Source: an optimization exercise on an open RTL-to-GDS flow (aim: small area). Production flows keep margins and buffers that such runs may drop. The RTL was checked by simulation tests, not by an equivalence proof against the original design.

<file path="flow/constraint.sdc">
create_clock -name core_clock -period 12.0 [get_ports {clk}]
set_input_delay 2.4000 -clock core_clock [delete_from_list [all_inputs] [get_ports {clk}]]
set_output_delay 2.4000 -clock core_clock [all_outputs]
set_load 0.01 [all_outputs]
</file>
<file path="flow/run.sh">
#!/bin/bash
# synth_recipe.tcl (not shown) runs the flow's synth.tcl, then flattens the netlist and writes it again
# the make line also repeats each setting of config.mk as NAME=value (left out here)
make -C /OpenROAD-flow-scripts/flow DESIGN_CONFIG=/design/flow/config.mk WORK_HOME=/design/flow/orfs CLKGATE_MAP_FILE= SYNTH_SCRIPT=/design/flow/synth_recipe.tcl finish
</file>
<file path="flow/design.v">
module rpn_ram #(
	parameter int WIDTH = 32,
	parameter int DEPTH = 16,
	localparam int AW = (DEPTH > 1) ? $clog2(DEPTH) : 1
) (
	input  logic             clk,
	input  logic             we,
	input  logic [AW-1:0]    waddr,
	input  logic [WIDTH-1:0] wdata,
	input  logic [AW-1:0]    raddr,
	output logic [WIDTH-1:0] rdata
);
	logic [WIDTH-1:0] mem_q [DEPTH];
	always_ff @(posedge clk) begin
		if (we) begin
			mem_q[waddr] <= wdata;
		end
		rdata <= mem_q[raddr];
	end
endmodule
module rpn_front (
	input  logic        clk,
	input  logic        arst_n,
	input  logic        in_valid,
	output logic        in_ready,
	input  logic [2:0]  kind,
	input  logic [1:0]  op_code,
	input  logic [4:0]  var_index,
	input  logic [31:0] literal,
	output logic        q_valid,
	output logic [36:0] q_tok,
	input  logic        q_pop
);
	logic [36:0] fifo_q [2];
	logic        wr_ptr_q;
	logic        rd_ptr_q;
	logic [1:0]  fill_q;
	logic [2:0]  new_cls;
	logic [31:0] new_data;
	logic        push;
	logic        pop;
	always_comb begin
		new_data = literal;
		case (kind)
			3'd0: new_cls = 3'd1;
			3'd1: new_cls = 3'd2;
			3'd2: begin
				new_cls  = 3'd3;
				new_data = {27'd0, var_index};
			end
			3'd3: new_cls = 3'd4;
			3'd4: new_cls = 3'd5;
			default: new_cls = 3'd0;
		endcase
	end
	assign in_ready = (fill_q != 2'd2);
	assign push     = in_valid && in_ready;
	assign pop      = q_pop && (fill_q != 2'd0);
	assign q_valid = (fill_q != 2'd0);
	assign q_tok   = fifo_q[rd_ptr_q];
	always_ff @(posedge clk or negedge arst_n) begin
		if (!arst_n) begin
			wr_ptr_q <= 1'b0;
			rd_ptr_q <= 1'b0;
			fill_q   <= 2'd0;
		end else begin
			if (push) begin
				wr_ptr_q <= !wr_ptr_q;
			end
			if (pop) begin
				rd_ptr_q <= !rd_ptr_q;
			end
			if (push && !pop) begin
				fill_q <= fill_q + 2'd1;
			end else if (pop && !push) begin
				fill_q <= fill_q - 2'd1;
			end
		end
	end
	always_ff @(posedge clk) begin
		if (push) begin
			fifo_q[wr_ptr_q] <= {new_cls, op_code, new_data};
		end
	end
endmodule
module rpn_div (
	input  logic        clk,
	input  logic        arst_n,
	input  logic        start,
	input  logic [31:0] dividend,
	input  logic [31:0] divisor,
	output logic        done,
	output logic [31:0] quotient
);
	logic [31:0] rem_q;
	logic [31:0] quo_q;
	logic [31:0] dsr_q;
	logic [5:0]  step_q;
	logic        neg_q;
	logic        done_q;
	logic [32:0] rem_sh;
	logic        ge;
	logic [31:0] mag_a;
	logic [31:0] mag_b;
	assign mag_a = dividend[31] ? (32'd0 - dividend) : dividend;
	assign mag_b = divisor[31]  ? (32'd0 - divisor)  : divisor;
	assign rem_sh = {rem_q, quo_q[31]};
	assign ge     = (rem_sh >= {1'b0, dsr_q});
	always_ff @(posedge clk or negedge arst_n) begin
		if (!arst_n) begin
			step_q <= 6'd0;
			done_q <= 1'b0;
		end else begin
			done_q <= 1'b0;
			if (start) begin
				step_q <= 6'd32;
			end else if (step_q != 6'd0) begin
				step_q <= step_q - 6'd1;
				done_q <= (step_q == 6'd1);
			end
		end
	end
	always_ff @(posedge clk) begin
		if (start) begin
			rem_q <= 32'd0;
			quo_q <= mag_a;
			dsr_q <= mag_b;
			neg_q <= dividend[31] ^ divisor[31];
		end else if (step_q != 6'd0) begin
			rem_q <= ge ? 32'(rem_sh - {1'b0, dsr_q}) : rem_sh[31:0];
			quo_q <= {quo_q[30:0], ge};
		end
	end
	assign done     = done_q;
	assign quotient = neg_q ? (32'd0 - quo_q) : quo_q;
endmodule
module rpn_exec #(
	parameter int STACK_DEPTH = 16,
	parameter int NUM_VARS = 32
) (
	input  logic               clk,
	input  logic               arst_n,
	input  logic               q_valid,
	input  logic [36:0]        q_tok,
	output logic               q_pop,
	output logic               out_valid,
	input  logic               out_ready,
	output logic               print_valid,
	output logic signed [31:0] print_value,
	output logic [2:0]         status
);
	localparam int AW = $clog2(STACK_DEPTH);
	localparam int CW = $clog2(STACK_DEPTH + 1);
	localparam int VW = (NUM_VARS > 1) ? $clog2(NUM_VARS) : 1;
	localparam int VCMP_W = 9;
	localparam logic [2:0] CLS_ASSIGN   = 3'd1;
	localparam logic [2:0] CLS_OPER     = 3'd2;
	localparam logic [2:0] CLS_PUSH_REF = 3'd3;
	localparam logic [2:0] CLS_PUSH_VAL = 3'd4;
	localparam logic [2:0] CLS_PRINT    = 3'd5;
	localparam logic [1:0] OP_ADD = 2'd0;
	localparam logic [1:0] OP_SUB = 2'd1;
	localparam logic [1:0] OP_MUL = 2'd2;
	localparam logic [1:0] OP_DIV = 2'd3;
	localparam logic [2:0] ST_OK     = 3'd0;
	localparam logic [2:0] ST_UNDER  = 3'd1;
	localparam logic [2:0] ST_OVER   = 3'd2;
	localparam logic [2:0] ST_DIV0   = 3'd3;
	localparam logic [2:0] ST_NOTVAR = 3'd4;
	localparam logic [2:0] S_IDLE    = 3'd0;
	localparam logic [2:0] S_RD_TOP  = 3'd1;
	localparam logic [2:0] S_RES_TOP = 3'd2;
	localparam logic [2:0] S_RES_SEC = 3'd3;
	localparam logic [2:0] S_DIV     = 3'd4;
	localparam logic [2:0] S_WB      = 3'd5;
	logic [2:0]    state_q, state_d;
	logic [CW-1:0] cnt_q, cnt_d;
	logic [36:0]   tok_q, tok_d;
	logic [32:0]   top_q, top_d;
	logic [31:0]   b_q, b_d;
	logic [31:0]   r_q, r_d;
	logic          res_valid_q, res_valid_d;
	logic          res_pvalid_q, res_pvalid_d;
	logic [31:0]   res_pval_q, res_pval_d;
	logic [2:0]    res_status_q, res_status_d;
	logic [NUM_VARS-1:0] vvalid_q;
	logic          vok_q;
	logic [CW-1:0]     cm1, cm2;
	logic              s_we;
	logic [AW-1:0]     s_waddr, s_raddr;
	logic [32:0]       s_wdata, s_rdata;
	logic [2:0]        q_cls, t_cls;
	logic [1:0]        t_op;
	logic              v_we;
	logic [VW-1:0]     v_waddr, v_raddr;
	logic [31:0]       v_wdata, v_rdata;
	logic [4:0]        ridx;
	logic [VCMP_W-1:0] ridx_ext, widx_ext;
	logic              r_in_range, w_in_range;
	logic [31:0]       rv;
	logic              div_start, div_done;
	logic [31:0]       div_q;
	assign cm1   = cnt_q - CW'(1);
	assign cm2   = cnt_q - CW'(2);
	assign q_cls = q_tok[36:34];
	assign t_cls = tok_q[36:34];
	assign t_op  = tok_q[33:32];
	assign ridx_ext   = {{(VCMP_W-5){1'b0}}, ridx};
	assign r_in_range = (ridx_ext < VCMP_W'(NUM_VARS));
	assign v_raddr    = ridx_ext[VW-1:0];
	assign widx_ext   = {{(VCMP_W-5){1'b0}}, s_rdata[4:0]};
	assign w_in_range = (widx_ext < VCMP_W'(NUM_VARS));
	assign v_waddr    = widx_ext[VW-1:0];
	assign rv = top_q[32] ? (vok_q ? v_rdata : 32'd0) : top_q[31:0];
	rpn_ram #(.WIDTH(33), .DEPTH(STACK_DEPTH)) u_stack (
		.clk   (clk),
		.we    (s_we),
		.waddr (s_waddr),
		.wdata (s_wdata),
		.raddr (s_raddr),
		.rdata (s_rdata)
	);
	rpn_ram #(.WIDTH(32), .DEPTH(NUM_VARS)) u_vars (
		.clk   (clk),
		.we    (v_we),
		.waddr (v_waddr),
		.wdata (v_wdata),
		.raddr (v_raddr),
		.rdata (v_rdata)
	);
	rpn_div u_div (
		.clk      (clk),
		.arst_n   (arst_n),
		.start    (div_start),
		.dividend (rv),
		.divisor  (b_q),
		.done     (div_done),
		.quotient (div_q)
	);
	always_comb begin
		state_d      = state_q;
		cnt_d        = cnt_q;
		tok_d        = tok_q;
		top_d        = top_q;
		b_d          = b_q;
		r_d          = r_q;
		res_valid_d  = res_valid_q && !out_ready;
		res_pvalid_d = res_pvalid_q;
		res_pval_d   = res_pval_q;
		res_status_d = res_status_q;
		q_pop        = 1'b0;
		s_we         = 1'b0;
		s_waddr      = cm2[AW-1:0];
		s_wdata      = 33'd0;
		s_raddr      = cm1[AW-1:0];
		v_we         = 1'b0;
		v_wdata      = rv;
		ridx         = 5'd0;
		div_start    = 1'b0;
		case (state_q)
			S_IDLE: begin
				if (q_valid && !res_valid_q) begin
					q_pop        = 1'b1;
					tok_d        = q_tok;
					res_pvalid_d = 1'b0;
					res_pval_d   = 32'd0;
					res_status_d = ST_OK;
					case (q_cls)
						CLS_PUSH_REF, CLS_PUSH_VAL: begin
							res_valid_d = 1'b1;
							if (cnt_q == CW'(STACK_DEPTH)) begin
								res_status_d = ST_OVER;
							end else begin
								s_we    = 1'b1;
								s_waddr = cnt_q[AW-1:0];
								s_wdata = {q_cls == CLS_PUSH_REF, q_tok[31:0]};
								cnt_d   = cnt_q + CW'(1);
							end
						end
						CLS_PRINT: begin
							if (cnt_q == '0) begin
								res_valid_d  = 1'b1;
								res_status_d = ST_UNDER;
							end else begin
								state_d = S_RD_TOP;
							end
						end
						CLS_OPER, CLS_ASSIGN: begin
							if (cnt_q < CW'(2)) begin
								res_valid_d  = 1'b1;
								res_status_d = ST_UNDER;
							end else begin
								state_d = S_RD_TOP;
							end
						end
						default: res_valid_d = 1'b1;
					endcase
				end
			end
			S_RD_TOP: begin
				top_d   = s_rdata;
				ridx    = s_rdata[4:0];
				s_raddr = cm2[AW-1:0];
				state_d = S_RES_TOP;
			end
			S_RES_TOP: begin
				b_d = rv;
				if (t_cls == CLS_PRINT) begin
					res_valid_d  = 1'b1;
					res_pvalid_d = 1'b1;
					res_pval_d   = rv;
					cnt_d        = cm1;
					state_d      = S_IDLE;
				end else if (t_cls == CLS_ASSIGN) begin
					res_valid_d = 1'b1;
					state_d     = S_IDLE;
					if (!s_rdata[32]) begin
						res_status_d = ST_NOTVAR;
					end else begin
						v_we  = w_in_range;
						cnt_d = cm2;
					end
				end else begin
					top_d   = s_rdata;
					ridx    = s_rdata[4:0];
					state_d = S_RES_SEC;
				end
			end
			S_RES_SEC: begin
				case (t_op)
					OP_ADD: begin
						r_d     = rv + b_q;
						state_d = S_WB;
					end
					OP_SUB: begin
						r_d     = rv - b_q;
						state_d = S_WB;
					end
					OP_MUL: begin
						r_d     = rv * b_q;
						state_d = S_WB;
					end
					default: begin
						if (b_q == 32'd0) begin
							res_valid_d  = 1'b1;
							res_status_d = ST_DIV0;
							state_d      = S_IDLE;
						end else begin
							div_start = 1'b1;
							state_d   = S_DIV;
						end
					end
				endcase
			end
			S_DIV: begin
				if (div_done) begin
					r_d     = div_q;
					state_d = S_WB;
				end
			end
			S_WB: begin
				s_we        = 1'b1;
				s_wdata     = {1'b0, r_q};
				cnt_d       = cm1;
				res_valid_d = 1'b1;
				state_d     = S_IDLE;
			end
			default: state_d = S_IDLE;
		endcase
	end
	always_ff @(posedge clk or negedge arst_n) begin
		if (!arst_n) begin
			state_q <= S_IDLE;
		end else begin
			state_q <= state_d;
		end
	end
	always_ff @(posedge clk or negedge arst_n) begin
		if (!arst_n) begin
			cnt_q       <= '0;
			res_valid_q <= 1'b0;
			vvalid_q    <= '0;
		end else begin
			cnt_q       <= cnt_d;
			res_valid_q <= res_valid_d;
			if (v_we) begin
				vvalid_q[v_waddr] <= 1'b1;
			end
		end
	end
	always_ff @(posedge clk) begin
		tok_q        <= tok_d;
		top_q        <= top_d;
		b_q          <= b_d;
		r_q          <= r_d;
		res_pvalid_q <= res_pvalid_d;
		res_pval_q   <= res_pval_d;
		res_status_q <= res_status_d;
		vok_q        <= r_in_range && vvalid_q[v_raddr];
	end
	assign out_valid   = res_valid_q;
	assign print_valid = res_pvalid_q;
	assign print_value = res_pval_q;
	assign status      = res_status_q;
endmodule
module rpn_stack_evaluator #(
	parameter int STACK_DEPTH = 16,
	parameter int NUM_VARS = 32
) (
	input  logic               clk,
	input  logic               arst_n,
	input  logic               in_valid,
	output logic               in_ready,
	input  logic [2:0]         kind,
	input  logic [1:0]         op_code,
	input  logic [4:0]         var_index,
	input  logic signed [31:0] literal,
	output logic               out_valid,
	input  logic               out_ready,
	output logic               print_valid,
	output logic signed [31:0] print_value,
	output logic [2:0]         status
);
	logic        tq_valid;
	logic [36:0] tq_tok;
	logic        t_pop;
	rpn_front u_front (
		.clk       (clk),
		.arst_n    (arst_n),
		.in_valid  (in_valid),
		.in_ready  (in_ready),
		.kind      (kind),
		.op_code   (op_code),
		.var_index (var_index),
		.literal   (literal),
		.q_valid   (tq_valid),
		.q_tok     (tq_tok),
		.q_pop     (t_pop)
	);
	rpn_exec #(.STACK_DEPTH(STACK_DEPTH), .NUM_VARS(NUM_VARS)) u_exec (
		.clk         (clk),
		.arst_n      (arst_n),
		.q_valid     (tq_valid),
		.q_tok       (tq_tok),
		.q_pop       (t_pop),
		.out_valid   (out_valid),
		.out_ready   (out_ready),
		.print_valid (print_valid),
		.print_value (print_value),
		.status      (status)
	);
endmodule
</file>
<file path="flow/config.mk">
export PLATFORM = sky130hd
export DESIGN_NAME = rpn_stack_evaluator
export DESIGN_NICKNAME = rpn_stack_evaluator
export VERILOG_FILES = /design/flow/design.v
export SDC_FILE = /design/flow/constraint.sdc
export NUM_CORES = 4
export LEC_CHECK = 0
export ABC_AREA = 0
export CAP_MARGIN = 20
export CORE_MARGIN = 2
export CORE_UTILIZATION = 40
export PLACE_DENSITY = 0.6
export SLEW_MARGIN = 20
</file>
==> reports/qor.yml <==
sta:
  clock_skew_ns: 0.0613
  period_needed_ns: 9.97
  tns_ns: 0
  rsz0062_at_grt: "false"
  whs_ns: 0.404
  worst_slew_pin_slew_ns: 1.07
  setup_viol: 0
  max_freq_mhz: 100
  relSlewSlack: 0.290
  fin_crit_sh: 0.830
  finalHoldViolCount: 0
  slew_viol_final: 0
routing:
  final_antenna_net_count: 0
  vias: 58800
  drc: 0
  initialDrtViolationCount: 6260
  vias_per_cell: 5.65
  dr.pass1.iters: 6
  wl_per_cell_um: 26.9
  routed_wl_mm: 280
hold_path:
  hold_start: "u_exec.u_stack.rdata[21]"
  holdPathEnd: "u_exec.top_q[21]"
  hp-class: "reg -> reg"
  min_path_cells: 0
worst_setup_path:
  critPathArrivalTime_ns: 10.59
  r2r-start: "u_exec.top_q[32]"
  worstPathRequired_ns: 12.63
  r2r_slack_ns: 2.03
  worst-path-max-fanout: 38
  crit_type: "reg -> reg"
  rr_endpoint: "u_exec.r_q[23]"
  worstSetupEndpointType: "flop"
  r2r_cells: 26
  cp-start-kind: "flop"
yosys:
  synth_cell_types: 89
  syn_area_per_cell_um2: 14.2
  synth_edf_count: 1829
  syn_area_um2: 98400
  synth_seq_cells: 1979
  ys_warn_count: 5
  syn_inst: 6937
  synth_ff_type: "edfxtp_1"
  synth_area_leaders: "edfxtp_1 (56%), fa_1 (8.3%), mux4_2 (6.0%)"
  syn_nets: 7600
  synth_top_cell_area_share: 0.558
  synth_top_area_cell: "edfxtp_1"
  async_reset_ff_frac: 0.0263
  yosysSeqAreaShare: 0.592
final_layout:
  nets: 7670
  drive_above_1_share: 0.144
  fill_cells: 21600
  synthToLayoutAreaGrowth_pct: 12.4
global_routing:
  grt_overflow_total: 0
  grt_max_degree: 165
  antenna_found_initial: 13
  track_usage: 0.223
  grt_pass1_vias: 59500
  grt_pass1_wl_mm: 410
die:
  core_area_um2: 245000
  ios: 84
  dieHeight_um: 500
  fp.dieW_um: 500
  rows: 182
  start_util: 0.401
  die_area_um2: 250000
placed_design:
  routabilityCongestion: 0.922
  io_buffers: 83
  hpwlAfterDp_mm: 170
clock_network:
  cts_buffers: 200
  cts_hold_buf: 0
  clk_latency_ns: 0.89
  clk_pin_slew_ns: 0.06
  htree_levels: 4
  cts_resized: 0
  root_buffer: "clkbuf_16"
  cts_tree: "yes"
  postCtsSetupBuffers: 0
  clk_path_buf_depth: 3
  clock-sinks: 1979
flow_run:
  maxCapViolCount: 0
run_status:
  status: "timing/DRC/antenna clean"
==> flip-flops by register name (all words and copies together) (netlist names), 2 cells and up <==
name / count
u_exec.u_vars.mem_q: 1024
u_exec.u_stack.mem_q: 528
u_front.fifo_q: 74
u_exec.top_q: 33
u_exec.u_stack.rdata: 33
u_exec.b_q: 32
u_exec.r_q: 32
u_exec.res_pval_q: 32
u_exec.u_div.dsr_q: 32
u_exec.u_div.quo_q: 32
u_exec.u_div.rem_q: 32
u_exec.u_vars.rdata: 32
u_exec.vvalid_q: 32
u_exec.u_div.step_q: 6
u_exec.cnt_q: 5
u_exec.tok_q: 5
u_exec.res_status_q: 3
u_exec.state_q: 3
u_front.fill_q: 2
==> layout by cell type, fill, tap and decap left out, types with 16 or more instances in the layout <==
cell	synthesis	final
clkinv_1	1	33
nand2b_1	28	27
a21o_1	67	65
ha_1	207	206
mux2i_1	213	212
clkinv_2	0	30
fa_1	410	410
nor2_4	0	50
and2_1	319	319
nor3_1	63	63
o21ai_0	289	284
dfrtp_1	52	51
xnor2_1	195	193
o211ai_1	111	111
clkbuf_16	0	203
mux4_2	264	264
o21bai_1	16	16
inv_1	463	459
a31oi_1	154	154
clkdlybuf4s50_1	0	82
buf_4	1	180
nor2_1	380	330
clkbuf_1	309	40
nor2b_1	112	112
edfxtp_1	1829	1829
o31ai_1	17	17
nand2_1	550	544
or3_1	20	20
dfxtp_1	98	96
a21oi_1	156	155
mux2_2	142	142
xor2_1	58	58
nand3_1	21	21
o21a_1	23	23
a211oi_1	74	74
bufinv_16	0	25
==> Yosys cell counts, drive strengths merged, types with 67 or more instances <==
library cell and count:
nor2b 112, o21ai 294, fa 410, buf 92, dfxtp 98, nand2 550, a31oi 154, and2 321
inv 474, ha 207, xnor2 195, mux2i 213, o211ai 111, nor2 381, mux2 142, edfxtp 1829
a21oi 170, a211oi 74, clkbuf 309, a21o 67, mux4 264
==> cell type report <==
| type | instances | area, um^2 | share of cell area |
|---|---|---|---|
| Tap cell | 3220 | 4030 | 0.0365 |
| Antenna cell | 7 | 17.5 | 0.000159 |
| Sequential cell | 1979 | 58200 | 0.527 |
| Multi-Input combinational cell | 4082 | 37300 | 0.337 |
| Clock inverter | 119 | 1460 | 0.0132 |
| Clock buffer | 258 | 5440 | 0.0492 |
| Inverter | 475 | 1780 | 0.0161 |
| Timing Repair Buffer | 269 | 2300 | 0.0208 |
==> per-layer routing <==
metal	track usage	wire length [um]
met1	0.310	118000
met2	0.360	133000
met3	0.0345	20800
met4	0.0741	9350
met5	0	23
==> worst max-delay path, cell delays in order, from the launching register on <==
cell	delay (ns)
edfxtp_1	0.80
and2_4	0.52
a21oi_1	0.78
inv_2	0.49
buf_4	0.39
and2_1	0.25
fa_1	0.41
fa_1	0.49
inv_1	0.06
fa_1	0.47
fa_1	0.50
inv_1	0.04
ha_1	0.27
ha_1	0.29
fa_1	0.51
fa_1	0.43
ha_1	0.37
nand2_1	0.10
a2111oi_0	0.29
o41ai_1	0.20
a31oi_1	0.54
a21o_1	0.25
a2111o_1	0.17
a41oi_1	0.14
xnor2_1	0.38
mux2i_1	0.18
a21oi_1	0.36
==> kinds of logic after synthesis <==
logic type               synth area share
AO/OA/AOI/OAI                      0.0657
XOR/XNOR                           0.0239
AND/OR/NAND/NOR                    0.0763
buffers and inverters              0.0343
flip-flops                          0.592
adder cells (fa/ha/maj)             0.110
multiplexers                       0.0984
==> through the flow <==
step                instances  setup WS (ns)  area [um^2]  utilization
floorplan                6937           3.61        98400            -
global placement        10000           2.26       104000        0.422
CTS                     10400           2.24       110000        0.450
global route            10400           1.78       110000        0.451
detailed placement      10000           2.34       104000        0.422
finish                  10400           2.03       111000        0.451
==> worst max path at each step <==
| stage | startpoint | endpoint | slack [ns] | depth (start not counted) |
|---|---|---|---|---|
| after floorplan | u_exec.top_q[32] | u_exec.r_q[28] | 3.61 | 29 |
| after global placement | u_exec.top_q[32] | u_exec.r_q[23] | 2.26 | 26 |
| after detailed placement | u_exec.top_q[32] | u_exec.r_q[23] | 2.34 | 27 |
| after CTS | u_exec.top_q[32] | u_exec.r_q[23] | 2.24 | 26 |
| after global routing | u_exec.top_q[32] | u_exec.r_q[24] | 1.78 | 26 |
| final | u_exec.top_q[32] | u_exec.r_q[23] | 2.03 | 26 |

## static timing again, ports no longer ideal
The flow's constraints put no driver on any port. The routed layout listed below was extracted and timed again, unchanged, in two steps.
Step 1: set_driving_cell puts a clkbuf_16 on clk and a buf_2 on each other input, an assumption about the parent block.
Step 2 times the ports against the registers' clock, not the clock port: input delays grow and output delays shrink by t, the midpoint of the rising clock arrivals with the driver on.
Slacks: ideal ports / drivers / drivers and shift; pairs: ideal ports / drivers.
t (ns): 0.951
slack for setup (ns): 2.034 / 2.034 / 2.034
latest minus earliest clock arrival (ns): 0.061 / 0.061
worst slew at a driven data input, ns: 0.05
After both steps setup and hold are still met in this run. For this run, drivers alone change the setup slack by 0.000 ns; drivers and shift together by 0.000 ns.
